Source: an optimization exercise on an open RTL-to-GDS flow (aim: small area, a short achievable clock period and few clock cycles per item). Production flows keep margins and buffers that such runs may drop.
Function was checked by simulation only, so behaviour that the tests miss may differ from the original.
Power is estimated from default activity; no workload was simulated.

## flow/design.v

```verilog
`default_nettype none
package sfd_pkg;
	localparam logic [7:0] BYTE_START = 8'h41;
	localparam logic [7:0] BYTE_END   = 8'h40;
	localparam logic [16:0] FACTOR_RESET = 17'd19661;
	localparam logic [16:0] FACTOR_ONE   = 17'd65536;
endpackage
`default_nettype wire
`default_nettype none
module sfd_add #(
	parameter int W = 32
) (
	input  wire logic [W-1:0] a,
	input  wire logic [W-1:0] b,
	input  wire logic         cin,
	output logic [W-1:0]      s,
	output logic              cout
);
	localparam int L = $clog2(W);
	logic [W-1:0] p;
	logic [W-1:0] gg [L+1];
	logic [W-1:0] pp [L+1];
	logic [W:0]   c;
	assign p     = a ^ b;
	assign gg[0] = (a & b) | {{(W-1){1'b0}}, p[0] & cin};
	assign pp[0] = p;
	for (genvar l = 0; l < L; l++) begin : g_lvl
		for (genvar i = 0; i < W; i++) begin : g_bit
			if (((i >> l) & 1) == 1) begin : g_op
				localparam int J = ((i >> l) << l) - 1;
				assign gg[l+1][i] = gg[l][i] | (pp[l][i] & gg[l][J]);
				assign pp[l+1][i] = pp[l][i] & pp[l][J];
			end else begin : g_pass
				assign gg[l+1][i] = gg[l][i];
				assign pp[l+1][i] = pp[l][i];
			end
		end
	end
	assign c    = {gg[L], cin};
	assign s    = p ^ c[W-1:0];
	assign cout = c[W];
endmodule
`default_nettype wire
`default_nettype none
import sfd_pkg::*;
module sensor_frame_deframer_smoother (
	input  wire logic         clk,
	input  wire logic         arst_n,
	input  wire logic         rx_valid,
	output logic              rx_ready,
	input  wire logic [7:0]   rx_byte,
	output logic              result_valid,
	input  wire logic         result_ready,
	output logic [28:0]       encoder_angle_avg,
	output logic [31:0]       wind_speed_avg,
	output logic [31:0]       wind_angle_avg,
	output logic [15:0]       raw_count,
	output logic              float_saturated,
	input  wire logic         cfg_we,
	input  wire logic [16:0]  cfg_wdata
);
	function automatic logic [33:0] to_q16(input logic [31:0] bits);
		logic        s;
		logic [7:0]  e;
		logic [62:0] y;
		logic [31:0] mag;
		logic        inr;
		logic        big;
		logic [31:0] v;
		logic        sat;
		begin
			s   = bits[31];
			e   = bits[30:23];
			y   = {31'd0, 1'b1, bits[22:0], 8'b0} << e[4:0];
			mag = e[7] ? y[45:14] : {15'd0, y[62:46]};
			inr = (e >= 8'd111) && (e <= 8'd141);
			big = (e >= 8'd142);
			sat = big && !(s && (e == 8'd142) && (bits[22:0] == 23'd0));
			if (inr) begin
				v = s ? ~mag : mag;
			end else if (big && !((e == 8'hFF) && (bits[22:0] != 23'd0))) begin
				v = s ? 32'h8000_0000 : 32'h7FFF_FFFF;
			end else begin
				v = 32'd0;
			end
			to_q16 = {sat, inr & s, v};
		end
	endfunction
	function automatic logic [2:0] booth(input logic b2, input logic b1, input logic b0);
		booth = {b2 & !(b1 & b0), (b2 & !b1 & !b0) | (!b2 & b1 & b0), b1 ^ b0};
	endfunction
	function automatic logic [34:0] brow(input logic [2:0] c, input logic [32:0] x);
		logic [34:0] m;
		begin
			m = c[0] ? {{2{x[32]}}, x} : (c[1] ? {x[32], x, 1'b0} : 35'd0);
			brow = m ^ {35{c[2]}};
		end
	endfunction
	logic [7:0]  hist_q [11];
	logic [3:0]  fill_q;
	logic        start_q;
	logic        pend_q;
	logic        snapped_q;
	logic        valid_q;
	logic [10:1] ph_q;
	logic        run;
	logic        xfer;
	logic        snap;
	logic        ph0;
	logic        ph0_q;
	logic        valid_n;
	logic        run_n;
	logic        rdy_q;
	logic        snap_q;
	logic        pend_n;
	logic        snapped_n;
	logic        busy_n;
	assign run       = |ph_q;
	assign rx_ready  = rdy_q;
	assign xfer      = rx_valid && rdy_q;
	assign snap      = snap_q;
	assign ph0       = ph0_q;
	assign valid_n   = ph_q[10] || (valid_q && !result_ready);
	assign run_n     = ph0 || (|ph_q[9:1]);
	assign pend_n    = (xfer && start_q && (rx_byte == BYTE_END)) || (pend_q && !snap);
	assign snapped_n = snap || (snapped_q && !ph0);
	assign busy_n    = snapped_n || ph0 || (|ph_q[9:1]);
	always_ff @(posedge clk) begin
		if (xfer) begin
			hist_q[0] <= rx_byte;
			for (int i = 1; i < 11; i++) begin
				hist_q[i] <= hist_q[i-1];
			end
		end
	end
	always_ff @(posedge clk or negedge arst_n) begin
		if (!arst_n) begin
			fill_q  <= '0;
			start_q <= 1'b0;
			pend_q  <= 1'b0;
			rdy_q   <= 1'b1;
			snap_q  <= 1'b0;
		end else begin
			snap_q <= pend_n && !busy_n;
			rdy_q  <= !(pend_n && busy_n);
			if (xfer) begin
				if (fill_q != 4'd10) begin
					fill_q <= fill_q + 4'd1;
				end
				start_q <= (fill_q == 4'd10) && (hist_q[9] == BYTE_START);
			end
			pend_q <= pend_n;
		end
	end
	logic [32:0] d_q;
	logic [15:0] cnt_q;
	logic        sat_q;
	logic [15:0] cnt_out_q;
	logic        sat_out_q;
	logic [32:0] xs_q;
	logic [32:0] xd_q;
	logic        s1_q;
	logic        dsel0_q;
	logic        dsel1_q;
	logic [15:0] frame_cnt;
	logic [21:0] cnt45;
	logic [31:0] conv_in;
	logic [33:0] conv;
	assign frame_cnt = {hist_q[10], hist_q[9]};
	assign conv_in   = ({32{snap}} & {hist_q[8], hist_q[7], hist_q[6], hist_q[5]})
		| ({32{dsel1_q}} & {hist_q[5], hist_q[4], hist_q[3], hist_q[2]})
		| ({32{dsel0_q}} & {hist_q[4], hist_q[3], hist_q[2], hist_q[1]});
	assign conv      = to_q16(conv_in);
	logic [21:0] m45_s1;
	logic [21:0] m45_c1;
	logic [21:0] m45_s2;
	logic [21:0] m45_c2;
	logic        m45_co;
	assign m45_s1 = ({6'd0, frame_cnt} << 5) ^ ({6'd0, frame_cnt} << 3) ^ ({6'd0, frame_cnt} << 2);
	assign m45_c1 = ((({6'd0, frame_cnt} << 5) & ({6'd0, frame_cnt} << 3))
		| (({6'd0, frame_cnt} << 5) & ({6'd0, frame_cnt} << 2))
		| (({6'd0, frame_cnt} << 3) & ({6'd0, frame_cnt} << 2))) << 1;
	assign m45_s2 = m45_s1 ^ m45_c1 ^ {6'd0, frame_cnt};
	assign m45_c2 = ((m45_s1 & m45_c1) | (m45_s1 & {6'd0, frame_cnt})
		| (m45_c1 & {6'd0, frame_cnt})) << 1;
	sfd_add #(.W(22)) u_add45 (
		.a    (m45_s2),
		.b    (m45_c2),
		.cin  (1'b0),
		.s    (cnt45),
		.cout (m45_co)
	);
	always_ff @(posedge clk) begin
		s1_q    <= snap;
		dsel0_q <= snap && !xfer;
		dsel1_q <= snap && xfer;
		if (snap) begin
			cnt_q <= frame_cnt;
			sat_q <= conv[33];
			xs_q  <= conv[32:0];
		end else if (s1_q) begin
			sat_q <= sat_q | conv[33];
			xd_q  <= conv[32:0];
		end
		if (ph_q[10]) begin
			cnt_out_q <= cnt_q;
			sat_out_q <= sat_q;
		end
	end
	logic [16:0] g_q;
	logic [31:0] p0_q;
	logic [31:0] p1_q;
	logic [31:0] p2_q;
	logic        selx_q;
	logic        sel_sub_q;
	logic        sel_res_q;
	logic [2:0]  ca_q;
	logic [2:0]  cb_q;
	logic [2:0]  cc_q;
	logic [43:0] accs_q;
	logic [43:0] accc_q;
	logic        cin_q;
	logic        negc_q;
	logic        ph_sub;
	logic        step0;
	logic        step1;
	logic        step2;
	logic [2:0]  bw [9];
	logic [49:0] ang_t;
	logic [32:0] xin;
	logic [34:0] row_a;
	logic [34:0] row_b;
	logic [34:0] row_c;
	logic [49:0] in0;
	logic [49:0] in1;
	logic [49:0] in2;
	logic [49:0] in3;
	logic [49:0] in4;
	logic [49:0] s1;
	logic [49:0] c1;
	logic [49:0] s2;
	logic [49:0] c2;
	logic [49:0] cs_s;
	logic [49:0] cs_c;
	logic [6:0]  low;
	logic [31:0] a_new;
	always_comb begin
		for (int j = 0; j < 8; j++) begin
			bw[j] = booth(g_q[2*j+1], g_q[2*j], (j == 0) ? 1'b0 : g_q[2*j-1]);
		end
		bw[8] = {2'b00, g_q[16] | g_q[15]};
	end
	assign ph_sub = ph_q[3] | ph_q[6];
	assign step0  = ph_q[1] | ph_q[4] | ph_q[7];
	assign step1  = ph_q[2] | ph_q[5] | ph_q[8];
	assign step2  = ph_q[3] | ph_q[6] | ph_q[9];
	logic [49:0] ang_a1;
	logic [49:0] ang_a2;
	logic [49:0] ang_a3;
	logic [49:0] ang_s;
	logic [49:0] ang_c;
	logic        ang_co;
	assign ang_a1 = {4'd0, ({24'd0, d_q[21:0]} << 24) | {24'd0, d_q[21:0]}};
	assign ang_a2 = {28'd0, d_q[21:0]} << 12;
	assign ang_a3 = {~{p0_q[31], p0_q}, 17'h1_0000};
	assign ang_s  = ang_a1 ^ ang_a2 ^ ang_a3;
	assign ang_c  = ((ang_a1 & ang_a2) | (ang_a1 & ang_a3) | (ang_a2 & ang_a3)) << 1;
	assign xin = selx_q ? xs_q : xd_q;
	sfd_add #(.W(50)) u_add_ang (
		.a    (({50{ph0}} & ang_s)
		     | ({50{sel_sub_q}} & {xin[31], xin[31:0], 17'h1_FFFF})
		     | ({50{sel_res_q}} & {1'b0, accs_q[31:0], 17'h1_FFFF})),
		.b    (({50{ph0}} & ang_c)
		     | ({50{sel_sub_q}} & {~{p1_q[31], p1_q}, 16'd0, xin[32]})
		     | ({50{sel_res_q}} & {1'b0, accc_q[31:0], 16'd0, cin_q})),
		.cin  (1'b0),
		.s    (ang_t),
		.cout (ang_co)
	);
	always_ff @(posedge clk) begin
		sel_sub_q <= ph_q[2] | ph_q[5];
		sel_res_q <= ph_q[3] | ph_q[6] | ph_q[9];
		if (ph_q[2]) begin
			selx_q <= 1'b1;
		end else if (ph_q[5]) begin
			selx_q <= 1'b0;
		end
		if (step0) begin
			ca_q <= bw[3]; cb_q <= bw[4]; cc_q <= bw[5];
		end else if (step1) begin
			ca_q <= bw[6]; cb_q <= bw[7]; cc_q <= bw[8];
		end else begin
			ca_q <= bw[0]; cb_q <= bw[1]; cc_q <= bw[2];
		end
	end
	assign row_a = brow(ca_q, d_q);
	assign row_b = brow(cb_q, d_q);
	assign row_c = brow(cc_q, d_q);
	assign in0 = {11'd0, !row_a[34], row_a[34], row_a[34], row_a[33:0], 1'b0, cin_q & !step0};
	assign in1 = {10'd0, 1'b1, !row_b[34], row_b[33:0], 1'b0, ca_q[2], 1'b0, negc_q};
	assign in2 = {9'h1FF, !row_c[34], row_c[33:0], 1'b0, cb_q[2], 4'd0};
	assign in3 = step0 ? {p0_q, 18'd0} : {6'd0, accs_q};
	assign in4 = step0 ? {31'd0, g_q, 2'd0} : {6'd0, accc_q};
	assign s1   = in0 ^ in1 ^ in2;
	assign c1   = ((in0 & in1) | (in0 & in2) | (in1 & in2)) << 1;
	assign s2   = s1 ^ c1 ^ in3;
	assign c2   = ((s1 & c1) | (s1 & in3) | (c1 & in3)) << 1;
	assign cs_s = s2 ^ c2 ^ in4;
	assign cs_c = ((s2 & c2) | (s2 & in4) | (c2 & in4)) << 1;
	sfd_add #(.W(6)) u_add_low (
		.a    (cs_s[5:0]),
		.b    (cs_c[5:0]),
		.cin  (1'b0),
		.s    (low[5:0]),
		.cout (low[6])
	);
	assign a_new = ang_t[48:17];
	always_ff @(posedge clk) begin
		accs_q <= cs_s[49:6];
		accc_q <= cs_c[49:6];
		cin_q  <= low[6];
		negc_q <= cc_q[2];
		if (snap) begin
			d_q <= {11'd0, cnt45};
		end else if (ph0 || ph_sub) begin
			d_q <= ang_t[49:17];
		end
	end
	always_ff @(posedge clk or negedge arst_n) begin
		if (!arst_n) begin
			g_q       <= FACTOR_RESET;
			valid_q   <= 1'b0;
			snapped_q <= 1'b0;
			ph0_q     <= 1'b0;
			ph_q      <= '0;
			p0_q      <= '0;
			p1_q      <= '0;
			p2_q      <= '0;
		end else begin
			if (cfg_we) begin
				g_q <= (cfg_wdata > FACTOR_ONE) ? FACTOR_ONE : cfg_wdata;
			end
			snapped_q <= snapped_n;
			ph0_q     <= snapped_n && !valid_n && !run_n;
			ph_q <= {ph_q[9:1], ph0};
			valid_q <= valid_n;
			if (step2) begin
				p0_q <= p1_q;
				p1_q <= p2_q;
			end
			if (ph_q[4] || ph_q[7] || ph_q[10]) begin
				p2_q <= a_new;
			end
		end
	end
	assign result_valid      = valid_q;
	assign encoder_angle_avg = p0_q[28:0];
	assign wind_speed_avg    = p1_q;
	assign wind_angle_avg    = p2_q;
	assign raw_count         = cnt_out_q;
	assign float_saturated   = sat_out_q;
endmodule
`default_nettype wire
```

## flow/run.sh

```bash
#!/bin/bash
# synth_recipe.tcl (not shown) runs the flow's synth.tcl, then flattens the netlist and writes it again
# the make line also repeats each setting of config.mk as NAME=value (left out here)
make -C /OpenROAD-flow-scripts/flow DESIGN_CONFIG=/design/flow/config.mk WORK_HOME=/design/flow/orfs CLKGATE_MAP_FILE= SYNTH_SCRIPT=/design/flow/synth_recipe.tcl finish
```

## flow/config.mk

```make
export PLATFORM = sky130hd
export DESIGN_NAME = sensor_frame_deframer_smoother
export DESIGN_NICKNAME = sensor_frame_deframer_smoother
export VERILOG_FILES = /design/flow/design.v
export SDC_FILE = /design/flow/constraint.sdc
export NUM_CORES = 4
export LEC_CHECK = 0
export CAP_MARGIN = 20
export CORE_MARGIN = 2
export CORE_UTILIZATION = 40
export PLACE_DENSITY = 0.6
export SETUP_SLACK_MARGIN = 5
export SLEW_MARGIN = 20
```

## flow/constraint.sdc

```tcl
create_clock -name core_clock -period 11.0 [get_ports {clk}]
set_input_delay 2.2000 -clock core_clock [delete_from_list [all_inputs] [get_ports {clk}]]
set_output_delay 2.2000 -clock core_clock [all_outputs]
set_load 0.01 [all_outputs]
```

==> impl_metrics.csv, run 1 <==
group,metric,value,unit
global_routing,antenna_found_initial,0,
yosys,fraction_of_registers_with_async_set_or_reset_after_synthesis,29.1,%
placed_design,gpl.final_weighted_congestion,0.921,
clocking,h-tree-depth,2,
sta,setup_tns,0,ns
run_status,outcome,"complete, no violations",
clocking,cts-root-buf,"clkbuf_16",
clocking,cts.reportedPaths.clkPinSlew,0.06,ns
floorplan,boundaryPins,142,
setup_path,criticalPathCategory,"reg -> reg",
placed_design,dp.final_hpwl,63300,um
yosys,yosysTopAreaCellShare,22.8,%
power,pwr-share-seq,41.5,%
yosys,ys.warnings.count,12,
sta,timing.clock.skew,0.0327,ns
power,swShare,36.1,%
sta,rsz0062_at_grt,"false",
hold_path,hold_critical_path_endpoint,"ph_q[10]",
sta,worst_pin_slew,1.18,ns
detailed_routing,ant_nets,0,
hold_path,worstHoldPathType,"reg -> reg",
setup_path,critical_path_arrival,4.74,ns
power,share_of_power_burned_in_the_clock_network,26.9,%
setup_path,end_kind,"flip-flop",
floorplan,start_util,40.3,%
setup_path,worst_path_most_repeated_cell,"a21o_1",
sta,min_period_over_period,38.7,%
global_routing,via_count_of_the_first_global_routing_pass,20100,
detailed_routing,total_drc_errors_in_the_routed_layout,0,
floorplan,rows,96,
clocking,ctsLongestPathBuffers,3,
layout,antenna-diode-count,0,
power,share_comb_of_total_power,31.6,%
global_routing,global_route_total_overflow,0,
floorplan,fp.dieW,267,um
power,power_switching,2.37,mW
setup_path,crit-reg2reg-launch,"d_q[13]",
detailed_routing,detailed_router_iteration_count_before_antenna_repair,9,
yosys,syn-mean-instance-area,10.4,um^2
detailed_routing,detailroute.via_count,20200,
placed_design,number_of_buffers_inserted_by_port_buffering,141,
floorplan,coreArea,68500,um^2
floorplan,die_area,71200,um^2
setup_path,cp.required,11.49,ns
setup_path,reg2reg_depth,13,
power,ir_drop,146,uV
layout,leading_cell_type_in_the_layout_fill_and_taps_excluded,"nand2_1",
yosys,synth_top_cells_by_area,"edfxtp_1, dfrtp_1, fa_1",
power,lkg_pwr,13.1,nW
clocking,hold_buffers,0,
detailed_routing,drt-wirelength-per-cell,23.4,um
power,powerDensity,210,nW/um^2
layout,fin_util,45.5,%
yosys,seq_area_frac_synth,43.4,%
floorplan,chip_height,267,um
yosys,syn_nets,2958,
power,internal-power,4.20,mW
detailed_routing,route.detailed.vias_per_inst,5.57,
layout,area_growth_from_synthesis_to_layout,12.9,%
sta,maxClockFrequency,235,MHz
clocking,cts_made_buffers,52,
yosys,postSynthCellCount,2665,
yosys,synth_enable_flop_cells,210,
layout,layout_common_cells,"nand2_1, o21ai_0, edfxtp_1",
clocking,clk_sink_count,460,
setup_path,rrSetupSlack,6.74,ns
clocking,post_cts_setup_buffers,0,
hold_path,hold_start,"ph_q[9]",
yosys,post_synth_instance_area,27600,um^2
yosys,postSynthRegisterBits,460,
setup_path,cp_cell_sequence,"inv_1, fa_1, o221ai_1, ha_1, a21o_1, a21o_1, a21oi_1, o32ai_1, a31o_4, a21o_1, a31oi_4, mux2_1, a311o_1",
detailed_routing,detailedRoute.firstIterationViolations,2256,
sta,report.final.hold_viol_count,0,
global_routing,total_global_routing_track_utilization,23.9,%
setup_path,longest_individual_stage_delay_on_the_worst_path,0.74,ns
detailed_routing,routed_wirelength,84900,um
sta,slew_headroom,21.4,%
yosys,synth-main-ff-cell,"edfxtp_1",
clocking,cts_resized,0,
yosys,yosys.cell_types.count,81,
sta,finalWorstPathRequiredPeriod,4.26,ns
global_routing,grt_max_degree,101,
hold_path,min_path_cells,0,
setup_path,worstReg2RegEnd,"d_q[25]",
layout,fraction_of_layout_instances_using_a_drive_strength_above_1,7.36,%
clocking,tritoncts,"built",
clocking,clk-insertion-delay-late,0.62,ns
setup_path,timing.critical_path.fanout_max,9,
global_routing,grt_first_pass_wirelength,128000,um
layout,nNetsFinal,2996,
yosys,yosysTopAreaCell,"edfxtp_1",
sta,timing.final.setup_violations,0,
setup_path,start_kind,"flip-flop",
flow_run,count_of_max_cap_constraint_violations,0,
setup_path,crit_path_top_delay_cell,"edfxtp_1",
sta,maxSlewViolCount,0,
## worst max-delay path, delay by kind of cell (launching register included)
kind	cells	cell delay [ns]
adder cells (fa/ha/maj)	2	0.92
AO/OA/AOI/OAI	9	2.02
flip-flops	1	0.74
multiplexers	1	0.34
buffers and inverters	1	0.12
## synthesized netlist by cell type, types with 38 or more instances
| cell type | count |
|---|---|
| a21oi_1 | 44 |
| a222oi_1 | 44 |
| a22oi_1 | 48 |
| and2_1 | 38 |
| clkbuf_1 | 110 |
| dfrtp_1 | 125 |
| dfxtp_1 | 116 |
| edfxtp_1 | 210 |
| fa_1 | 156 |
| ha_1 | 107 |
| inv_1 | 165 |
| mux2i_1 | 104 |
| nand2_1 | 560 |
| nor2_1 | 61 |
| o21ai_0 | 220 |
| xnor2_1 | 68 |
| xor2_1 | 77 |
## state kept, by name, indices dropped and copies added (netlist names), 33 cells and up
signal / flops
accc_q: 44
accs_q: 44
d_q: 33
hist_q: 88
xd_q: 33
xs_q: 33
## power groups by stage
stage	sequential [mW]	clock, mW	combinational, mW
floorplan	2.49	0	1.26
finish	2.72	1.76	2.07
CTS	2.71	1.80	2.10
detailed placement	2.74	0	2.07
global route	2.74	1.87	2.37
global placement	2.74	0	2.00
## routing by layer
layer | wire length (um) | vias up | share of wire, % | GRT usage (%)
met5 | 0 | - | 0 | 0
met4 | 1720 | 0 | 2.0 | 5.82
li1 | - | 9285 | - | -
met3 | 5120 | 95 | 6.0 | 2.61
met1 | 37800 | 10100 | 45 | 34.2
met2 | 40300 | 728 | 47 | 38.8
## cell families (layout without fill, tap and decap cells)
kind of cell    Yosys count  after routing  share of synthesized area [%]
simple gates            776            776                           11.9
buf+inv                 358            439                           5.83
fa+ha+maj               263            263                           16.2
mux                     138            138                           5.17
xor+xnor                145            145                           4.60
compound gates          525            525                           12.9
flops                   460            460                           43.4
## metrics by stage
stage | cell area [um^2] | total power [mW] | worst slack, ns | instances | hold slack, ns
2_1_floorplan | 27600 | 3.74 | 6.22 | 2665 | 0.329
3_3_place_gp | 29400 | 4.74 | 6.50 | 3529 | 0.386
3_5_place_dp | 29400 | 4.81 | 6.69 | 3530 | 0.382
4_1_cts | 31200 | 6.61 | 6.73 | 3627 | 0.395
5_1_grt | 31200 | 6.98 | 6.35 | 3628 | 0.408
6_report | 31200 | 6.56 | 6.74 | 3628 | 0.396
## worst max-delay path by stage
stage          cells after the start  slack, ns          from         to
2_1_floorplan                      6       6.22      rx_valid     snap_q
3_3_place_gp                       6       6.50  cfg_wdata[8]     g_q[2]
3_5_place_dp                       6       6.69      rx_valid  fill_q[3]
4_1_cts                           12       6.73  hist_q[9][4]    d_q[19]
5_1_grt                           12       6.35  hist_q[9][6]    d_q[19]
6_report                          13       6.74       d_q[13]    d_q[25]
## area by class of cell
class                      instances  area [um^2]
fill                            6365        37300
inverter                         167          628
timing repair buffer             175         1690
sequential                       460        12000
clock buffer                      67         1380
tap                              882         1100
multi-input combinational       1847        14000
clock inverter                    30          337
Testbench counts, summed over its fixed seeds: cycles 14,504, items 1,200.
==> inputs of run 2 (changes only) <==
--- a/flow/config.mk
+++ b/flow/config.mk
@@ -9,5 +9,6 @@
 export CORE_MARGIN = 2
 export CORE_UTILIZATION = 40
-export PLACE_DENSITY = 0.6
+export CTS_BUF_LIST = sky130_fd_sc_hd__clkbuf_8
+export PLACE_DENSITY = 0.5
 export SETUP_SLACK_MARGIN = 5
 export SLEW_MARGIN = 20
==> run 2 against run 1 <==
Still clean. Total power down 0.64%. Largest cell class unchanged. Cell count is 1.9% higher. Cell area up 0.26%. First-iteration DRC count fell by 22%. Routed wire length grew 5.8%. Hold slack improved by 0.023 ns. Core utilization rose by 0.12 points. Via count grew 1.4%.
==> impl_metrics.csv, run 2 <==
group,metric,value,unit
sta,setup_tns,0,ns
sta,slew_headroom,25.5,%
detailed_routing,detailroute.via_count,20500,
clocking,hold_buffers,0,
setup_path,cp_cell_sequence,"inv_1, buf_4, o221ai_1, ha_1, a21o_1, a21oi_1, o221a_2, o21ai_2, a21bo_2, a31o_2, a21o_1, a21oi_1, fa_1, xor2_1, o21ai_0",
sta,timing.clock.skew,0.0372,ns
detailed_routing,route.detailed.vias_per_inst,5.55,
power,ir_drop,93.5,uV
placed_design,dp.final_hpwl,66900,um
layout,largest_reg_flops,88,
power,powerDensity,209,nW/um^2
detailed_routing,total_drc_errors_in_the_routed_layout,0,
floorplan,coreArea,68500,um^2
placed_design,pre_cts_ws,6.17,ns
clocking,cts_made_buffers,87,
clocking,h-tree-depth,3,
yosys,yosysTopAreaCell,"edfxtp_1",
layout,leading_cell_type_in_the_layout_fill_and_taps_excluded,"nand2_1",
layout,multi_input_comb_area,14000,um^2
setup_path,start_kind,"flip-flop",
floorplan,chip_height,267,um
layout,fraction_of_layout_instances_using_a_drive_strength_above_1,8.82,%
power,total_power,6.52,mW
power,internal-power,4.12,mW
run_status,outcome,"complete, no violations",
setup_path,longest_individual_stage_delay_on_the_worst_path,0.86,ns
yosys,synth_top_cells_by_area,"edfxtp_1, dfrtp_1, fa_1",
floorplan,fp.dieW,267,um
yosys,postSynthCellCount,2665,
yosys,seq_area_frac_synth,43.4,%
setup_path,crit_path_top_delay_cell,"dfxtp_1",
layout,area_growth_from_synthesis_to_layout,13.2,%
floorplan,start_util,40.3,%
setup_path,reg2reg_depth,15,
clocking,post_cts_setup_buffers,0,
sta,finalHoldWorstSlack,0.418,ns
setup_path,worstReg2RegEnd,"d_q[16]",
floorplan,rows,96,
yosys,syn_nets,2958,
clocking,clk_sink_count,460,
layout,sequential_cell_area,12000,um^2
sta,rsz0062_at_grt,"false",
hold_path,worstHoldPathType,"reg -> reg",
hold_path,min_path_cells,0,
yosys,synth_enable_flop_cells,210,
placed_design,number_of_buffers_inserted_by_port_buffering,141,
sta,maxSlewViolCount,0,
setup_path,setup.worst_path.start,"sel_sub_q",
power,share_of_power_burned_in_the_clock_network,26.6,%
yosys,yosysTopAreaCellShare,22.8,%
yosys,post_synth_instance_area,27600,um^2
global_routing,grt_first_pass_wirelength,134000,um
layout,reg_top3,"hist_q x88, accc_q x44, accs_q x44",
layout,fillerInstances,6477,
global_routing,via_count_of_the_first_global_routing_pass,20800,
hold_path,hold_start,"hist_q[0][7]",
sta,maxClockFrequency,211,MHz
clocking,ctsLongestPathBuffers,3,
setup_path,critical_path_arrival,5.12,ns
layout,layout_common_cells,"nand2_1, o21ai_0, edfxtp_1",
clocking,tritoncts,"built",
yosys,syn-mean-instance-area,10.4,um^2
setup_path,cp.required,11.38,ns
sta,report.final.hold_viol_count,0,
setup_path,path_delay_family,"compound AO/OA/AOI/OAI gates",
setup_path,crit-reg2reg-launch,"sel_sub_q",
clocking,clk-insertion-delay-late,0.70,ns
power,share_comb_of_total_power,31.5,%
floorplan,die_area,71200,um^2
global_routing,grt_max_degree,97,
flow_run,count_of_max_cap_constraint_violations,0,
global_routing,total_global_routing_track_utilization,25.6,%
setup_path,criticalPathCategory,"reg -> reg",
sta,finalWorstPathRequiredPeriod,4.74,ns
sta,min_period_over_period,43.1,%
power,power_switching,2.40,mW
sta,worst_pin_slew,1.12,ns
setup_path,timing.critical_path.fanout_max,33,
sta,timing.final.setup_violations,0,
setup_path,cp.depth,15,
clocking,cts-root-buf,"clkbuf_8",
setup_path,cp_num_buf_inv,2,
power,pwr-share-seq,41.9,%
yosys,yosys.cell_types.count,81,
detailed_routing,detailed_router_iteration_count_before_antenna_repair,5,
global_routing,global_route_total_overflow,0,
yosys,postSynthRegisterBits,460,
yosys,fraction_of_registers_with_async_set_or_reset_after_synthesis,29.1,%
detailed_routing,ant_nets,0,
setup_path,end_kind,"flip-flop",
yosys,ys.warnings.count,12,
clocking,cts.reportedPaths.clkPinSlew,0.06,ns
detailed_routing,routed_wirelength,89800,um
placed_design,gpl.final_weighted_congestion,0.916,
power,lkg_pwr,13.3,nW
yosys,synth_commonest_cells,"nand2_1, o21ai_0, edfxtp_1",
yosys,synth-main-ff-cell,"edfxtp_1",
layout,max_flop_register,"hist_q",
power,swShare,36.8,%
floorplan,boundaryPins,142,
clocking,cts_resized,0,
sta,setup_slack,6.26,ns
setup_path,rrSetupSlack,6.26,ns
layout,nNetsFinal,3033,
global_routing,antenna_found_initial,4,
hold_path,hold_critical_path_endpoint,"hist_q[1][7]",
detailed_routing,detailedRoute.firstIterationViolations,1750,
yosys,most_frequent_cell_after_synthesis,"nand2_1",
detailed_routing,drt-wirelength-per-cell,24.3,um
==> run 2: metrics by stage <==
stage               instances  instance area, um^2  util, %
floorplan                2665                27600        -
global placement         3533                29500     43.0
detailed placement       3533                29500     43.0
CTS                      3694                31300     45.7
global route             3695                31300     45.7
finish                   3696                31300     45.7
==> run 2: worst max path at each step <==
stage	end
2_1_floorplan	snap_q
3_5_place_dp	snap_q
5_1_grt	d_q[16]
3_3_place_gp	snap_q
6_report	d_q[16]
4_1_cts	d_q[16]
==> run 2: cell families after synthesis <==
family	share of synthesized area [%]
AND/OR/NAND/NOR	11.9
AO/OA/AOI/OAI	12.9
flip-flops	43.4
buffers and inverters	5.83
adder cells (fa/ha/maj)	16.2
XOR/XNOR	4.60
multiplexers	5.17
==> run 2: layout make-up <==
type | count | share of cell area [%]
diodes | 2 | 0.0160
clock buffers | 94 | 4.14
clock inverters | 67 | 1.64
inverters | 167 | 2.01
multi-input cells | 1847 | 44.9
flip-flops and latches | 460 | 38.4
well taps | 882 | 3.53
repair buffers | 177 | 5.38
==> run 2: power by group through the flow <==
| stage | Sequential [mW] | Combinational (mW) | Clock (mW) |
|---|---|---|---|
| after floorplan | 2.49 | 1.26 | 0 |
| after global placement | 2.75 | 2.03 | 0 |
| after detailed placement | 2.75 | 2.05 | 0 |
| after CTS | 2.72 | 2.09 | 1.78 |
| after global routing | 2.76 | 2.35 | 1.86 |
| final | 2.73 | 2.05 | 1.74 |
==> run 2: worst register-to-register path, delay by kind of cell (launching register included) <==
kind	cells	cell delay, ns
compound gates	10	1.98
xor+xnor	1	0.22
flops	1	0.86
fa+ha+maj	2	0.54
buf+inv	2	0.84
==> run 2: layer usage <==
layer | GRT usage (%) | wire length [um] | vias to the layer above
met5 | 0 | 19 | -
met4 | 8.76 | 2620 | 4
met3 | 5.33 | 6290 | 162
met2 | 39.2 | 40500 | 738
met1 | 36.1 | 40400 | 10200
li1 | - | - | 9369
==> inputs of run 3 (changes only) <==
--- a/flow/design.v
+++ b/flow/design.v
@@ -154,4 +154,5 @@
 	end
 	logic [32:0] d_q;
+	logic [21:0] y_q;
 	logic [15:0] cnt_q;
 	logic        sat_q;
@@ -261,6 +262,6 @@
 	logic [49:0] ang_c;
 	logic        ang_co;
-	assign ang_a1 = {4'd0, ({24'd0, d_q[21:0]} << 24) | {24'd0, d_q[21:0]}};
-	assign ang_a2 = {28'd0, d_q[21:0]} << 12;
+	assign ang_a1 = {4'd0, ({24'd0, y_q} << 24) | {24'd0, y_q}};
+	assign ang_a2 = {28'd0, y_q} << 12;
 	assign ang_a3 = {~{p0_q[31], p0_q}, 17'h1_0000};
 	assign ang_s  = ang_a1 ^ ang_a2 ^ ang_a3;
@@ -322,6 +323,7 @@
 		negc_q <= cc_q[2];
 		if (snap) begin
-			d_q <= {11'd0, cnt45};
-		end else if (ph0 || ph_sub) begin
+			y_q <= cnt45;
+		end
+		if (ph0 || ph_sub) begin
 			d_q <= ang_t[49:17];
 		end
--- a/flow/config.mk
+++ b/flow/config.mk
@@ -9,6 +9,5 @@
 export CORE_MARGIN = 2
 export CORE_UTILIZATION = 40
-export CTS_BUF_LIST = sky130_fd_sc_hd__clkbuf_8
-export PLACE_DENSITY = 0.5
+export PLACE_DENSITY = 0.6
 export SETUP_SLACK_MARGIN = 5
 export SLEW_MARGIN = 20
==> run 3 against run 2 <==
Hold slack worse by 0.016 ns. Core utilization grew 0.30 points. Synthesized cell count is 5.6% lower. Area after synthesis is essentially flat. Critical path depth down 2. Sequential share of layout area grew 2.0 points. Combinational power rose to 2.8 times the previous value. Largest power group is now combinational cells. Die area hardly changed. First-iteration DRC count up 5.1%. Cell count decreased by 5.1%.
==> impl_metrics.csv, run 3 <==
group,metric,value,unit
run_status,outcome,"complete, no violations",
setup_path,longest_individual_stage_delay_on_the_worst_path,0.77,ns
global_routing,total_global_routing_track_utilization,23.2,%
global_routing,via_count_of_the_first_global_routing_pass,19900,
detailed_routing,routed_wirelength,81900,um
sta,maxSlewViolCount,0,
floorplan,die_area,71100,um^2
floorplan,chip_height,267,um
power,pwr-share-seq,29.3,%
layout,layout_common_cells,"nand2_1, edfxtp_1, inv_1",
power,internal-power,6.16,mW
floorplan,coreArea,68500,um^2
clocking,h-tree-depth,2,
hold_path,min_path_cells,0,
yosys,yosys.cell_types.count,77,
global_routing,grt_max_degree,105,
sta,timing.clock.skew,0.0572,ns
floorplan,fp.dieW,267,um
yosys,postSynthCellCount,2516,
layout,reg_top3,"hist_q x88, accc_q x44, accs_q x44",
sta,setup_slack,6.02,ns
clocking,ctsLongestPathBuffers,3,
hold_path,hold_critical_path_endpoint,"ph_q[10]",
yosys,synth_top_cells_by_area,"edfxtp_1, dfrtp_1, fa_1",
layout,largest_reg_flops,88,
yosys,fraction_of_registers_with_async_set_or_reset_after_synthesis,27.9,%
setup_path,timing.critical_path.fanout_max,29,
power,powerDensity,349,nW/um^2
sta,maxClockFrequency,201,MHz
layout,leading_cell_type_in_the_layout_fill_and_taps_excluded,"nand2_1",
layout,multi_input_comb_area,13400,um^2
floorplan,start_util,40.3,%
setup_path,cp_cell_sequence,"inv_1, buf_4, o21ai_0, ha_1, a21oi_1, nor2_1, or3_1, o41ai_1, nand2_1, a21oi_2, o31ai_1, o41ai_1, xnor2_1",
yosys,syn_nets,2809,
layout,max_flop_register,"hist_q",
clocking,clk_sink_count,480,
yosys,synth-main-ff-cell,"edfxtp_1",
setup_path,start_kind,"flip-flop",
yosys,synth_enable_flop_cells,241,
setup_path,cp_num_buf_inv,2,
sta,timing.final.setup_violations,0,
global_routing,global_route_total_overflow,0,
setup_path,critical_path_arrival,5.36,ns
detailed_routing,detailroute.via_count,19700,
power,ir_drop,176,uV
layout,fin_util,46.0,%
power,lkg_pwr,12.9,nW
yosys,ys.warnings.count,12,
sta,rsz0062_at_grt,"false",
yosys,yosysTopAreaCellShare,26.2,%
sta,min_period_over_period,45.3,%
setup_path,path_delay_family,"compound AO/OA/AOI/OAI gates",
clocking,clk-insertion-delay-late,0.65,ns
setup_path,crit_path_top_delay_cell,"dfxtp_1",
flow_run,count_of_max_cap_constraint_violations,0,
setup_path,crit-reg2reg-launch,"sel_sub_q",
detailed_routing,route.detailed.vias_per_inst,5.63,
detailed_routing,detailed_router_iteration_count_before_antenna_repair,7,
placed_design,pre_cts_ws,6.11,ns
yosys,most_frequent_cell_after_synthesis,"nand2_1",
global_routing,antenna_found_initial,0,
yosys,syn-mean-instance-area,11.0,um^2
setup_path,worstReg2RegEnd,"d_q[32]",
power,share_comb_of_total_power,53.2,%
sta,worst_pin_slew,1.16,ns
setup_path,rrSetupSlack,6.02,ns
sta,slew_headroom,22.7,%
setup_path,cp.required,11.38,ns
clocking,cts_made_buffers,55,
setup_path,worst_path_most_repeated_cell,"o41ai_1",
layout,fraction_of_layout_instances_using_a_drive_strength_above_1,8.04,%
clocking,cts_resized,0,
layout,area_growth_from_synthesis_to_layout,14.0,%
sta,finalWorstPathRequiredPeriod,4.98,ns
clocking,cts-root-buf,"clkbuf_16",
yosys,post_synth_instance_area,27600,um^2
layout,nNetsFinal,2870,
floorplan,boundaryPins,142,
global_routing,grt_first_pass_wirelength,124000,um
sta,report.final.hold_viol_count,0,
hold_path,worstHoldPathType,"reg -> reg",
placed_design,dpl_cell_area,29600,um^2
layout,fillerInstances,6348,
setup_path,criticalPathCategory,"reg -> reg",
setup_path,end_kind,"flip-flop",
power,share_of_power_burned_in_the_clock_network,17.5,%
clocking,hold_buffers,0,
clocking,post_cts_setup_buffers,0,
clocking,cts.reportedPaths.clkPinSlew,0.06,ns
yosys,seq_area_frac_synth,46.0,%
placed_design,dp.final_hpwl,61500,um
placed_design,gpl.final_weighted_congestion,0.952,
sta,setup_tns,0,ns
placed_design,number_of_buffers_inserted_by_port_buffering,141,
setup_path,reg2reg_depth,13,
clocking,tritoncts,"built",
yosys,synth_commonest_cells,"nand2_1, edfxtp_1, inv_1",
power,swShare,43.8,%
detailed_routing,total_drc_errors_in_the_routed_layout,0,
layout,finalInstanceArea,31500,um^2
yosys,postSynthRegisterBits,480,
power,power_switching,4.81,mW
yosys,yosysTopAreaCell,"edfxtp_1",
layout,sequential_cell_area,12700,um^2
hold_path,hold_start,"ph_q[9]",
detailed_routing,ant_nets,0,
detailed_routing,detailedRoute.firstIterationViolations,1840,
floorplan,rows,96,
detailed_routing,drt-wirelength-per-cell,23.4,um
## run 3: worst max-delay path by stage
stage                     cells after the start      start  slack, ns       to
after global placement                       13  sel_sub_q       6.19  d_q[32]
after floorplan                               5   rx_valid       6.13   snap_q
after global routing                         13  sel_sub_q       5.67  d_q[32]
after detailed placement                     13  sel_sub_q       6.11  d_q[32]
final                                        13  sel_sub_q       6.02  d_q[32]
after CTS                                    13  sel_sub_q       6.10  d_q[32]
## run 3: area by class of cell
cell class                 count  share of cell area, %
antenna                        1                0.00795
tap                          882                   3.51
timing repair buffer         169                   5.16
multi-input combinational   1694                   42.7
inverter                     177                   2.12
clock inverter                35                   1.36
sequential                   480                   40.4
clock buffer                  69                   4.70
## run 3: cell families after synthesis
family,after synthesis,synth area share [%]
simple gates,652,10.2
compound gates,492,12.3
flops,480,46.0
buf+inv,342,5.34
fa+ha+maj,263,16.2
xor+xnor,166,5.27
mux,121,4.71
## run 3: power groups by stage
stage	clock network (mW)	registers (mW)	logic (mW)
finish	1.92	3.22	5.84
CTS	1.95	3.20	5.91
global placement	0	3.23	5.65
floorplan	0	2.89	4.02
detailed placement	0	3.23	5.81
global route	2.02	3.25	6.67
## run 3: routing by layer
metal  up-vias  wire [um]  GRT usage, %
met5         -          0             0
met4         0       3310          8.96
met3       153       5620          4.10
met2       732      38200          37.1
met1      9921      34800          31.5
li1       8929          -             -
## run 3: through the flow
step | hold slack (ns) | cells | power (mW)
finish | 0.403 | 3507 | 11.0
global route | 0.412 | 3506 | 11.9
CTS | 0.404 | 3506 | 11.1
detailed placement | 0.396 | 3402 | 9.04
global placement | 0.383 | 3402 | 8.88
floorplan | 0.329 | 2516 | 6.91
Testbench counts of run 3, summed over its fixed seeds: cycles 14,504, items 1,200.
==> inputs of run 4 (changes only) <==
--- a/flow/design.v
+++ b/flow/design.v
@@ -154,5 +154,4 @@
 	end
 	logic [32:0] d_q;
-	logic [21:0] y_q;
 	logic [15:0] cnt_q;
 	logic        sat_q;
@@ -214,6 +213,10 @@
 	logic [31:0] p2_q;
 	logic        selx_q;
-	logic        sel_sub_q;
-	logic        sel_res_q;
+	logic        sela_ang_q;
+	logic        sela_sub_q;
+	logic        sela_res_q;
+	logic        selb_ang_q;
+	logic        selb_sub_q;
+	logic        selb_res_q;
 	logic [2:0]  ca_q;
 	logic [2:0]  cb_q;
@@ -262,6 +265,6 @@
 	logic [49:0] ang_c;
 	logic        ang_co;
-	assign ang_a1 = {4'd0, ({24'd0, y_q} << 24) | {24'd0, y_q}};
-	assign ang_a2 = {28'd0, y_q} << 12;
+	assign ang_a1 = {4'd0, ({24'd0, d_q[21:0]} << 24) | {24'd0, d_q[21:0]}};
+	assign ang_a2 = {28'd0, d_q[21:0]} << 12;
 	assign ang_a3 = {~{p0_q[31], p0_q}, 17'h1_0000};
 	assign ang_s  = ang_a1 ^ ang_a2 ^ ang_a3;
@@ -269,10 +272,10 @@
 	assign xin = selx_q ? xs_q : xd_q;
 	sfd_add #(.W(50)) u_add_ang (
-		.a    (({50{ph0}} & ang_s)
-		     | ({50{sel_sub_q}} & {xin[31], xin[31:0], 17'h1_FFFF})
-		     | ({50{sel_res_q}} & {1'b0, accs_q[31:0], 17'h1_FFFF})),
-		.b    (({50{ph0}} & ang_c)
-		     | ({50{sel_sub_q}} & {~{p1_q[31], p1_q}, 16'd0, xin[32]})
-		     | ({50{sel_res_q}} & {1'b0, accc_q[31:0], 16'd0, cin_q})),
+		.a    (({50{sela_ang_q}} & ang_s)
+		     | ({50{sela_sub_q}} & {xin[31], xin[31:0], 17'h1_FFFF})
+		     | ({50{sela_res_q}} & {1'b0, accs_q[31:0], 17'h1_FFFF})),
+		.b    (({50{selb_ang_q}} & ang_c)
+		     | ({50{selb_sub_q}} & {~{p1_q[31], p1_q}, 16'd0, xin[32]})
+		     | ({50{selb_res_q}} & {1'b0, accc_q[31:0], 16'd0, cin_q})),
 		.cin  (1'b0),
 		.s    (ang_t),
@@ -280,6 +283,7 @@
 	);
 	always_ff @(posedge clk) begin
-		sel_sub_q <= ph_q[2] | ph_q[5];
-		sel_res_q <= ph_q[3] | ph_q[6] | ph_q[9];
+		selb_ang_q <= snapped_n && !valid_n && !run_n;
+		selb_sub_q <= ph_q[2] | ph_q[5];
+		selb_res_q <= ph_q[3] | ph_q[6] | ph_q[9];
 		if (ph_q[2]) begin
 			selx_q <= 1'b1;
@@ -323,7 +327,6 @@
 		negc_q <= cc_q[2];
 		if (snap) begin
-			y_q <= cnt45;
-		end
-		if (ph0 || ph_sub) begin
+			d_q <= {11'd0, cnt45};
+		end else if (ph0 || ph_sub) begin
 			d_q <= ang_t[49:17];
 		end
@@ -335,4 +338,7 @@
 			snapped_q <= 1'b0;
 			ph0_q     <= 1'b0;
+			sela_ang_q <= 1'b0;
+			sela_sub_q <= 1'b0;
+			sela_res_q <= 1'b0;
 			ph_q      <= '0;
 			p0_q      <= '0;
@@ -345,4 +351,7 @@
 			snapped_q <= snapped_n;
 			ph0_q     <= snapped_n && !valid_n && !run_n;
+			sela_ang_q <= snapped_n && !valid_n && !run_n;
+			sela_sub_q <= ph_q[2] | ph_q[5];
+			sela_res_q <= ph_q[3] | ph_q[6] | ph_q[9];
 			ph_q <= {ph_q[9:1], ph0};
 			valid_q <= valid_n;
==> run 4 against run 3 <==
Sequential share of layout area shrank 1.4 points. Synthesized cell count grew 6.4%. Area after synthesis fell by 0.94%.
==> impl_metrics.csv, run 4 <==
group,metric,value,unit
clocking,cts-root-buf,"clkbuf_16",
layout,leading_cell_type_in_the_layout_fill_and_taps_excluded,"nand2_1",
detailed_routing,route.detailed.vias_per_inst,5.63,
sta,slew_headroom,24.1,%
global_routing,total_global_routing_track_utilization,24.4,%
placed_design,gpl.final_weighted_congestion,0.939,
global_routing,grt_first_pass_wirelength,130000,um
clocking,clk_sink_count,463,
detailed_routing,routed_wirelength,85800,um
layout,nNetsFinal,3010,
sta,maxClockFrequency,217,MHz
detailed_routing,drt-wirelength-per-cell,23.6,um
yosys,yosys.cell_types.count,73,
yosys,most_frequent_cell_after_synthesis,"nand2_1",
global_routing,global_route_total_overflow,0,
sta,min_period_over_period,41.8,%
power,lkg_pwr,12.8,nW
yosys,postSynthCellCount,2677,
detailed_routing,detailedRoute.firstIterationViolations,2295,
clocking,cts_made_buffers,50,
yosys,syn_nets,2970,
yosys,yosysTopAreaCellShare,23.1,%
clocking,clk-insertion-delay-late,0.62,ns
clocking,hold_buffers,0,
setup_path,end_kind,"flip-flop",
floorplan,coreArea,67400,um^2
layout,reg_top3,"hist_q x88, accc_q x44, accs_q x44",
layout,largest_reg_flops,88,
floorplan,rows,95,
sta,rsz0062_at_grt,"false",
sta,timing.final.setup_violations,0,
layout,fillerInstances,6199,
sta,timing.clock.skew,0.0404,ns
floorplan,die_area,70500,um^2
detailed_routing,detailed_router_iteration_count_before_antenna_repair,8,
setup_path,critical_path_arrival,5.03,ns
floorplan,start_util,40.6,%
placed_design,placed_cells_incl_taps,3538,
placed_design,pre_cts_ws,6.54,ns
power,ir_drop,130,uV
clocking,post_cts_setup_buffers,0,
layout,area_growth_from_synthesis_to_layout,13.2,%
floorplan,boundaryPins,142,
clocking,h-tree-depth,2,
clocking,tritoncts,"built",
clocking,cts_resized,0,
power,total_power,6.50,mW
setup_path,cp.required,11.42,ns
global_routing,antenna_found_initial,0,
detailed_routing,detailroute.via_count,20400,
yosys,fraction_of_registers_with_async_set_or_reset_after_synthesis,29.4,%
floorplan,chip_height,265,um
hold_path,worstHoldPathType,"reg -> reg",
power,powerDensity,210,nW/um^2
detailed_routing,total_drc_errors_in_the_routed_layout,0,
layout,fraction_of_layout_instances_using_a_drive_strength_above_1,6.78,%
yosys,post_synth_instance_area,27300,um^2
clocking,cts.reportedPaths.clkPinSlew,0.06,ns
layout,sequential_cell_area,12100,um^2
global_routing,via_count_of_the_first_global_routing_pass,20600,
placed_design,number_of_buffers_inserted_by_port_buffering,141,
setup_path,start_kind,"flip-flop",
layout,max_flop_register,"hist_q",
yosys,syn-mean-instance-area,10.2,um^2
sta,report.final.hold_viol_count,0,
layout,layout_common_cells,"nand2_1, o21ai_0, edfxtp_1",
floorplan,fp.dieW,265,um
yosys,synth_enable_flop_cells,210,
sta,maxSlewViolCount,0,
yosys,yosysTopAreaCell,"edfxtp_1",
sta,finalHoldWorstSlack,0.400,ns
flow_run,count_of_max_cap_constraint_violations,0,
detailed_routing,ant_nets,0,
yosys,synth-main-ff-cell,"edfxtp_1",
clocking,ctsLongestPathBuffers,3,
yosys,seq_area_frac_synth,44.1,%
sta,setup_tns,0,ns
yosys,synth_commonest_cells,"nand2_1, o21ai_0, edfxtp_1",
global_routing,grt_max_degree,100,
sta,setup_slack,6.40,ns
sta,finalWorstPathRequiredPeriod,4.60,ns
yosys,postSynthRegisterBits,463,
setup_path,timing.critical_path.fanout_max,18,
run_status,outcome,"complete, no violations",
layout,multi_input_comb_area,13800,um^2
layout,antenna-diode-count,0,
setup_path,criticalPathCategory,"reg -> reg",
yosys,synth_top_cells_by_area,"edfxtp_1, dfrtp_1, fa_1",
layout,non_filler_instance_count_after_layout,3632,
sta,worst_pin_slew,1.14,ns
yosys,ys.warnings.count,12,
placed_design,dp.final_hpwl,64500,um
[run 4: cell types whose count changed after synthesis, moves of 12 or more]
cell      before  now
nand2_1      409  554
o21ai_0      123  226
xnor2_1      122   57
a22oi_1      111   53
xor2_1        44   84
edfxtp_1     241  210
mux2_2        60   38
o21ai_1       28    6
mux2i_1       60   81
a21oi_1       56   70
dfxtp_1      105  117
[run 4: through the flow]
stage	area, um^2	util, %
2_1_floorplan	27300	-
3_3_place_gp	29300	43.5
3_5_place_dp	29300	43.5
4_1_cts	30900	45.9
5_1_grt	30900	45.9
6_report	30900	45.9
[run 4: path summary, 6_finish.rpt]
check | start | to | slack, ns | cells after the start
setup / recovery | sela_sub_q | d_q[21] | 6.40 | 13
hold / removal | ph_q[5] | ph_q[6] | 0.40 | 0
setup reg to reg | sela_sub_q | d_q[21] | 6.40 | 13
hold reg to reg | ph_q[5] | ph_q[6] | 0.40 | 0
max in group asynchronous | arst_n | snap_q | 7.75 | 2
min in group asynchronous | arst_n | p0_q[29] | 1.63 | 1
[run 4: report_power, final]
group	internal (mW)	switching, mW
combinational	0.980	1.09
clock	0.959	0.721
sequential	2.20	0.552
total	4.13	2.36
[run 4: metal layers]
layer	global-route usage, %	share of wire, %	vias up	routed length (um)
met5	0	0	-	0
met4	8.38	3.6	0	3080
met3	3.89	7.0	151	6040
met2	39.7	47	846	40100
met1	33.1	43	10200	36600
li1	-	-	9294	-
[run 4: kinds of logic (layout without fill, tap and decap cells)]
| family | count (synthesis) | in the layout | share of synthesized area [%] |
|---|---|---|---|
| AOI/OAI and AO/OA | 533 | 533 | 12.7 |
| xor gates and xnor gates | 141 | 141 | 4.52 |
| adders and majority gates | 263 | 263 | 16.3 |
| buffers and inverters | 355 | 437 | 5.35 |
| DFF | 463 | 463 | 44.1 |
| muxes | 120 | 120 | 4.57 |
| and+or+nand+nor | 802 | 802 | 12.4 |
[run 4: cell type report]
class,count,share of cell area (%)
Inverter,170,2.07
Clock buffer,65,4.46
Timing Repair Buffer,173,5.35
Tap cell,873,3.53
Sequential cell,463,39.0
Clock inverter,29,0.825
Multi-Input combinational cell,1859,44.7
[run 4: worst max-delay path, cell delays in order (launching register included)]
cell      delay, ns
dfrtp_1        0.82
clkinv_1       0.70
o221ai_1       0.39
ha_1           0.34
and3_1         0.22
and3_1         0.20
a22oi_1        0.29
o31ai_4        0.19
a311oi_2       0.34
o21ba_2        0.24
o21ai_2        0.09
xor2_1         0.30
nor2_1         0.08
a31oi_1        0.19
Testbench counts of run 4, summed over its fixed seeds: cycles 14,504, items 1,200.
==> inputs of run 5 (changes only) <==
--- a/flow/design.v
+++ b/flow/design.v
@@ -213,10 +213,59 @@
 	logic [31:0] p2_q;
 	logic        selx_q;
-	logic        sela_ang_q;
-	logic        sela_sub_q;
-	logic        sela_res_q;
-	logic        selb_ang_q;
-	logic        selb_sub_q;
-	logic        selb_res_q;
+	logic        selang1_q;
+	logic        selang2_n_q;
+	logic        selang3_n_q;
+	logic        selsub0_q;
+	logic        selsub1_q;
+	logic        selsub2_n_q;
+	logic        selsub3_n_q;
+	logic        selres0_q;
+	logic        selres1_q;
+	logic        selres2_n_q;
+	logic        selres3_n_q;
+	logic [24:0] m_ang [4];
+	logic [24:0] m_sub [4];
+	logic [24:0] m_res [4];
+	logic        ph0_n;
+	logic        sub_n;
+	logic        res_n;
+	assign ph0_n = snapped_n && !valid_n && !run_n;
+	assign sub_n = ph_q[2] | ph_q[5];
+	assign res_n = ph_q[3] | ph_q[6] | ph_q[9];
+	assign m_ang[0] = {25{ph0_q}};
+	assign m_ang[1] = {25{selang1_q}};
+	assign m_ang[2] = {25{!selang2_n_q}};
+	assign m_ang[3] = {25{!selang3_n_q}};
+	assign m_sub[0] = {25{selsub0_q}};
+	assign m_sub[1] = {25{selsub1_q}};
+	assign m_sub[2] = {25{!selsub2_n_q}};
+	assign m_sub[3] = {25{!selsub3_n_q}};
+	assign m_res[0] = {25{selres0_q}};
+	assign m_res[1] = {25{selres1_q}};
+	assign m_res[2] = {25{!selres2_n_q}};
+	assign m_res[3] = {25{!selres3_n_q}};
+	always_ff @(posedge clk) begin
+		selang1_q   <= ph0_n;
+		selang3_n_q <= !ph0_n;
+		selsub1_q   <= sub_n;
+		selsub3_n_q <= !sub_n;
+		selres1_q   <= res_n;
+		selres3_n_q <= !res_n;
+	end
+	always_ff @(posedge clk or negedge arst_n) begin
+		if (!arst_n) begin
+			selang2_n_q <= 1'b1;
+			selsub0_q   <= 1'b0;
+			selsub2_n_q <= 1'b1;
+			selres0_q   <= 1'b0;
+			selres2_n_q <= 1'b1;
+		end else begin
+			selang2_n_q <= !ph0_n;
+			selsub0_q   <= sub_n;
+			selsub2_n_q <= !sub_n;
+			selres0_q   <= res_n;
+			selres2_n_q <= !res_n;
+		end
+	end
 	logic [2:0]  ca_q;
 	logic [2:0]  cb_q;
@@ -272,10 +321,10 @@
 	assign xin = selx_q ? xs_q : xd_q;
 	sfd_add #(.W(50)) u_add_ang (
-		.a    (({50{sela_ang_q}} & ang_s)
-		     | ({50{sela_sub_q}} & {xin[31], xin[31:0], 17'h1_FFFF})
-		     | ({50{sela_res_q}} & {1'b0, accs_q[31:0], 17'h1_FFFF})),
-		.b    (({50{selb_ang_q}} & ang_c)
-		     | ({50{selb_sub_q}} & {~{p1_q[31], p1_q}, 16'd0, xin[32]})
-		     | ({50{selb_res_q}} & {1'b0, accc_q[31:0], 16'd0, cin_q})),
+		.a    (({m_ang[1], m_ang[0]} & ang_s)
+		     | ({m_sub[1], m_sub[0]} & {xin[31], xin[31:0], 17'h1_FFFF})
+		     | ({m_res[1], m_res[0]} & {1'b0, accs_q[31:0], 17'h1_FFFF})),
+		.b    (({m_ang[3], m_ang[2]} & ang_c)
+		     | ({m_sub[3], m_sub[2]} & {~{p1_q[31], p1_q}, 16'd0, xin[32]})
+		     | ({m_res[3], m_res[2]} & {1'b0, accc_q[31:0], 16'd0, cin_q})),
 		.cin  (1'b0),
 		.s    (ang_t),
@@ -283,7 +332,4 @@
 	);
 	always_ff @(posedge clk) begin
-		selb_ang_q <= snapped_n && !valid_n && !run_n;
-		selb_sub_q <= ph_q[2] | ph_q[5];
-		selb_res_q <= ph_q[3] | ph_q[6] | ph_q[9];
 		if (ph_q[2]) begin
 			selx_q <= 1'b1;
@@ -338,7 +384,4 @@
 			snapped_q <= 1'b0;
 			ph0_q     <= 1'b0;
-			sela_ang_q <= 1'b0;
-			sela_sub_q <= 1'b0;
-			sela_res_q <= 1'b0;
 			ph_q      <= '0;
 			p0_q      <= '0;
@@ -351,7 +394,4 @@
 			snapped_q <= snapped_n;
 			ph0_q     <= snapped_n && !valid_n && !run_n;
-			sela_ang_q <= snapped_n && !valid_n && !run_n;
-			sela_sub_q <= ph_q[2] | ph_q[5];
-			sela_res_q <= ph_q[3] | ph_q[6] | ph_q[9];
 			ph_q <= {ph_q[9:1], ph0};
 			valid_q <= valid_n;
==> run 5 against run 4 <==
Still clean on timing, DRC and antenna. Clock power rose by 11%. Combinational power shrank 3%. Hold slack lost 0.024 ns. Synthesized cell count rose by 2.2%. Setup slack got worse by 0.077 ns. Fmax decreased by 1.6%. Sequential share of layout area shrank 0.62 points. Largest cell class unchanged.
==> impl_metrics.csv, run 5 <==
group,metric,value,unit
layout,fraction_of_layout_instances_using_a_drive_strength_above_1,8.07,%
sta,maxClockFrequency,214,MHz
yosys,yosysTopAreaCellShare,22.5,%
setup_path,rrSetupSlack,6.32,ns
sta,worst_pin_slew,1.01,ns
layout,area_growth_from_synthesis_to_layout,13.7,%
yosys,synth_top_cells_by_area,"edfxtp_1, dfrtp_1, fa_1",
layout,reg_top3,"hist_q x88, accc_q x44, accs_q x44",
yosys,syn-mean-instance-area,10.2,um^2
yosys,postSynthRegisterBits,469,
layout,finalInstanceArea,31800,um^2
power,powerDensity,209,nW/um^2
detailed_routing,ant_nets,0,
clocking,tritoncts,"built",
yosys,ys.warnings.count,15,
layout,nNetsFinal,3073,
layout,layout_common_cells,"nand2_1, o21ai_0, edfxtp_1",
clocking,post_cts_setup_buffers,0,
setup_path,cp.required,11.31,ns
yosys,seq_area_frac_synth,43.6,%
yosys,most_frequent_cell_after_synthesis,"nand2_1",
setup_path,reg2reg_depth,14,
floorplan,start_util,40.6,%
layout,antenna-diode-count,0,
global_routing,global_route_total_overflow,0,
hold_path,worstHoldPathType,"reg -> reg",
sta,min_period_over_period,42.5,%
global_routing,total_global_routing_track_utilization,24.4,%
placed_design,gpl.final_weighted_congestion,0.953,
power,lkg_pwr,13.4,nW
detailed_routing,routed_wirelength,87800,um
yosys,postSynthCellCount,2737,
global_routing,via_count_of_the_first_global_routing_pass,20700,
yosys,synth_commonest_cells,"nand2_1, o21ai_0, edfxtp_1",
detailed_routing,total_drc_errors_in_the_routed_layout,0,
setup_path,timing.critical_path.fanout_max,8,
sta,report.final.hold_viol_count,0,
power,ir_drop,138,uV
floorplan,rows,96,
yosys,synth_enable_flop_cells,210,
yosys,yosysTopAreaCell,"edfxtp_1",
run_status,outcome,"complete, no violations",
global_routing,antenna_found_initial,2,
detailed_routing,route.detailed.vias_per_inst,5.60,
clocking,clk-insertion-delay-late,0.62,ns
detailed_routing,detailroute.via_count,21000,
floorplan,chip_height,268,um
detailed_routing,drt-wirelength-per-cell,23.4,um
setup_path,criticalPathCategory,"reg -> reg",
sta,timing.final.setup_violations,0,
placed_design,number_of_buffers_inserted_by_port_buffering,141,
global_routing,grt_max_degree,90,
yosys,fraction_of_registers_with_async_set_or_reset_after_synthesis,29.6,%
setup_path,critical_path_arrival,4.99,ns
detailed_routing,detailedRoute.firstIterationViolations,2514,
layout,max_flop_register,"hist_q",
setup_path,end_kind,"flip-flop",
floorplan,die_area,72100,um^2
clocking,ctsLongestPathBuffers,3,
hold_path,min_path_cells,0,
placed_design,dpl_cell_area,29900,um^2
clocking,cts_made_buffers,53,
sta,finalWorstPathRequiredPeriod,4.68,ns
yosys,syn_nets,3030,
detailed_routing,detailed_router_iteration_count_before_antenna_repair,9,
layout,largest_reg_flops,88,
layout,leading_cell_type_in_the_layout_fill_and_taps_excluded,"nand2_1",
yosys,post_synth_instance_area,28000,um^2
yosys,synth-main-ff-cell,"edfxtp_1",
global_routing,grt_first_pass_wirelength,132000,um
clocking,h-tree-depth,2,
flow_run,count_of_max_cap_constraint_violations,0,
clocking,cts-root-buf,"clkbuf_16",
floorplan,coreArea,68900,um^2
floorplan,fp.dieW,268,um
setup_path,start_kind,"flip-flop",
sta,timing.clock.skew,0.0327,ns
sta,setup_tns,0,ns
clocking,clk_sink_count,469,
clocking,cts.reportedPaths.clkPinSlew,0.06,ns
placed_design,dp.final_hpwl,65300,um
yosys,yosys.cell_types.count,76,
clocking,hold_buffers,0,
clocking,cts_resized,0,
sta,maxSlewViolCount,0,
floorplan,boundaryPins,142,
sta,slew_headroom,32.4,%
sta,rsz0062_at_grt,"false",
[run 5: area by class of cell]
cell class,instances,area [um^2]
multi-input combinational,1900,14200
clock inverter,27,298
tap,931,1160
timing repair buffer,174,1660
fill,6508,37200
clock buffer,73,1550
inverter,182,686
sequential,469,12200
[run 5: metrics by stage]
stage	util (%)	setup WS (ns)	power, mW	instances	hold slack (ns)
detailed placement	43.4	6.44	4.78	3656	0.361
CTS	46.1	6.36	6.67	3756	0.373
global route	46.1	6.13	7.03	3756	0.394
floorplan	-	6.11	3.72	2737	0.329
global placement	43.4	6.43	4.73	3656	0.362
finish	46.1	6.32	6.63	3756	0.376
[run 5: final timing paths]
path                       startpoint        to
setup / recovery              d_q[17]   d_q[20]
hold / removal                ph_q[9]  ph_q[10]
setup reg to reg              d_q[17]   d_q[20]
hold reg to reg               ph_q[9]  ph_q[10]
max in group asynchronous      arst_n    snap_q
min in group asynchronous      arst_n   p0_q[1]
[run 5: kinds of logic (layout without fill, tap and decap cells)]
group	Yosys count	after routing	share of synthesized area, %
XOR/XNOR	155	155	4.85
buffers and inverters	368	456	5.60
adder cells (fa/ha/maj)	263	263	16.0
multiplexers	140	140	5.29
AO/OA/AOI/OAI	533	533	12.4
flip-flops	469	469	43.6
AND/OR/NAND/NOR	809	809	12.3
[run 5: per-layer routing]
metal  part of all wire [%]  GRT usage (%)
met1                     43           34.7
met5                      0              0
met3                    7.5           3.63
met2                     46           38.5
met4                    3.2           7.90
[run 5: report_power, final]
| part | switching, mW | total (mW) | internal [mW] |
|---|---|---|---|
| Sequential | 0.564 | 2.78 | 2.21 |
| Clock | 0.755 | 1.86 | 1.10 |
| Combinational | 1.06 | 2.00 | 0.938 |
| Total | 2.38 | 6.63 | 4.25 |
[run 5: critical path, stage by stage, from the launching register on]
cell	delay, ns
edfxtp_1	0.66
inv_1	0.17
fa_1	0.57
nor2b_1	0.06
a221o_1	0.27
ha_1	0.34
and2_1	0.20
a221o_1	0.35
a221oi_1	0.46
inv_1	0.08
a31oi_1	0.43
o211ai_1	0.20
a21oi_1	0.24
xor2_1	0.26
o21ai_0	0.11
Testbench counts of run 5, summed over its fixed seeds: cycles 14,504, items 1,200.

-- re-timing with driven ports --
In the flow no input, the clock included, has a driving cell. The finished layouts below were timed again as built, in two steps.
Step 1: set_driving_cell puts a clkbuf_16 on clk and a buf_2 on each other input, an assumption about the parent block.
Step 2, shift: input delay + t, output delay - t, t = (earliest + latest rising clock arrival at the registers) / 2. This alone moves slack from input paths to output paths.
Slacks: no drivers / after step 1 / after step 2; pairs: no drivers / after step 1.
| run | shift t [ns] | setup WS [ns] | hold WS [ns] | clock arrival spread, ns |
|---|---|---|---|---|
| run 1 | 0.671 | 6.744 / 6.744 / 6.744 | 0.396 / 0.396 / 0.396 | 0.033 / 0.033 |
| run 2 | 0.740 | 6.259 / 6.259 / 6.229 | 0.418 / 0.418 / 0.418 | 0.039 / 0.039 |
| run 3 | 0.681 | 6.021 / 6.021 / 6.021 | 0.403 / 0.403 / 0.403 | 0.057 / 0.058 |
| run 4 | 0.655 | 6.398 / 6.398 / 6.398 | 0.400 / 0.400 / 0.400 | 0.041 / 0.041 |
| run 5 | 0.663 | 6.321 / 6.321 / 6.321 | 0.376 / 0.376 / 0.376 | 0.033 / 0.033 |
After both steps every run listed still meets setup and hold. The setup slack of run 2, which loses most, moves by 0.000 ns with the drivers and by -0.030 ns with both steps.
